Background: an optimization exercise with open tools, aiming at small area, a short achievable clock period and few clock cycles per item. Do not read the settings as production practice.
At most, simulation tests tie the RTL to the original design; equivalence was not proved.
Power is estimated from default activity; no workload was simulated.

==> flow/design.v (excerpt) <==
module aluTop (
	input  logic        clk,
	input  logic        rstN,
	input  logic        start,
	input  logic [15:0] a,
	input  logic [15:0] b,
	input  logic [3:0]  op,
	output logic        done,
	output logic [31:0] result,
	output logic [1:0]  error
);
For scale: about 1,900 cells after synthesis, roughly 250 flip-flops, about 0.019 sq mm of cells after synthesis.
clock: 28.0 ns
lec_check: 0
cap_margin: 20
core_margin: 2
core_utilization: 65
slew_margin: 20
synth_hierarchical: 1
synth_minimum_keep_size: 0
standard.sh (not shown) runs the stock make flow with config.mk's settings and CLKGATE_MAP_FILE= SYNTH_SCRIPT=/design/flow/synth_recipe.tcl, a recipe that flattens the netlist after the stock synthesis.
==> flow/flow/run.sh <==
#!/bin/bash
# Standard ORFS layout with these changes to how it is made (the clock period and
# the constraints are unchanged):
#  - the resizer's setup repair aims for a margin below the clock period;
#  - clock tree synthesis clusters more sinks per buffer and adds no dummy loads;
#  - the port buffers start as buf_2 (the resizer may still size them).
set -euo pipefail
export SETUP_SLACK_MARGIN=21.5
export CTS_ARGS="-sink_clustering_enable -repair_clock_nets -sink_clustering_size 30 -sink_clustering_max_diameter 80 -dont_use_dummy_load"
export BUFFER_PORTS_ARGS="-buffer_cell sky130_fd_sc_hd__buf_2"
bash standard.sh > standard_flow.log 2>&1
Testbench counts at the start, summed over its fixed seeds: cycles 8,040, items 8,000.
==> next run, changes <==
--- a/flow/design.v
+++ b/flow/design.v
@@ -122,27 +122,27 @@
 	wire n42 = q0[2] ^ b0[0];
 	wire n43 = n35 ^ b0[1];
 	wire n44 = n36 ^ b0[2];
 	wire n45 = n37 ^ b0[3];
 	wire n46 = n38 | n42;
 	wire n47 = n39 | (n43 & n46);
 	wire n48 = n43 & n42;
 	wire n49 = n41 | (n45 & n40);
 	wire n50 = n45 & n44;
-	wire n51 = n49 | (n50 & n47);
-	wire n52 = n50 & n48;
-	wire n53 = n40 | (n44 & n47);
-	wire n54 = n44 & n48;
+	wire n51 = n40 | (n44 & n47);
+	wire n52 = n44 & n48;
+	wire n53 = n49 | (n50 & n47);
+	wire n54 = n50 & n48;
 	wire n55 = ~n42;
 	wire n56 = n43 ^ n46;
 	wire n57 = n44 ^ n47;
-	wire n58 = n45 ^ n53;
-	wire n59 = (&b0[15:4]) & n51;
+	wire n58 = n45 ^ n51;
+	wire n59 = (&b0[15:4]) & n53;
 	wire n60 = n59 ? n55 : q0[2];
 	wire n61 = n59 ? n56 : n35;
 	wire n62 = n59 ? n57 : n36;
 	wire n63 = n59 ? n58 : n37;
 	wire n64 = q0[3] & b0[0];
 	wire n65 = n60 & b0[1];
 	wire n66 = n61 & b0[2];
 	wire n67 = n62 & b0[3];
 	wire n68 = n63 & b0[4];
@@ -150,29 +150,29 @@
 	wire n70 = n60 ^ b0[1];
 	wire n71 = n61 ^ b0[2];
 	wire n72 = n62 ^ b0[3];
 	wire n73 = n63 ^ b0[4];
 	wire n74 = n64 | n69;
 	wire n75 = n65 | (n70 & n74);
 	wire n76 = n70 & n69;
 	wire n77 = n67 | (n72 & n66);
 	wire n78 = n72 & n71;
-	wire n79 = n77 | (n78 & n75);
-	wire n80 = n78 & n76;
-	wire n81 = n66 | (n71 & n75);
-	wire n82 = n71 & n76;
-	wire n83 = n68 | (n73 & n79);
-	wire n84 = n73 & n80;
+	wire n79 = n66 | (n71 & n75);
+	wire n80 = n71 & n76;
+	wire n81 = n77 | (n78 & n75);
+	wire n82 = n78 & n76;
+	wire n83 = n68 | (n73 & n81);
+	wire n84 = n73 & n82;
 	wire n85 = ~n69;
 	wire n86 = n70 ^ n74;
 	wire n87 = n71 ^ n75;
-	wire n88 = n72 ^ n81;
-	wire n89 = n73 ^ n79;
+	wire n88 = n72 ^ n79;
+	wire n89 = n73 ^ n81;
 	wire n90 = (&b0[15:5]) & n83;
 	wire n91 = n90 ? n85 : q0[3];
 	wire n92 = n90 ? n86 : n60;
 	wire n93 = n90 ? n87 : n61;
 	wire n94 = n90 ? n88 : n62;
 	wire n95 = n90 ? n89 : n63;
 	wire n96 = o0[2] ? n17 : q0[0];
 	wire n97 = o0[2] ? n34 : q0[1];
 	wire n98 = o0[2] ? n59 : q0[2];
- fmax does not change
- worst setup slack is unchanged
- combinational power stays flat
- power is unchanged
- final area stays the same
- via count is unchanged
- utilization is unchanged
For the second run of this note, only the layout was checked, not whether the RTL still works.

port drivers added, routing unchanged:
How much do the figures lean on ideal ports? The routed layouts below were timed once more, with nothing changed but the port constraints. Step 1 sets driving cells, clkbuf_16 on the clock port and buf_2 on the other inputs (assumed; they add their load-dependent delay and slew). Step 2 moves the port delays by t, midway between the first and last clock arrival at a register: inputs arrive t later, outputs are due t later. That takes back most of the time a late clock gives input paths. Slacks: ideal / step 1 / step 2; pairs: ideal / step 1.
| run | t (ns) | slack for setup (ns) | hold slack, ns | worst setup path at the end |
|---|---|---|---|---|
| the first run | 0.542 | 21.437 / 21.386 / 21.424 | 0.324 / 0.324 / 0.324 | input to register |
| the second run | 0.542 | 21.437 / 21.386 / 21.424 | 0.324 / 0.324 / 0.324 | input to register |
After both steps setup and hold are still met in every run listed.
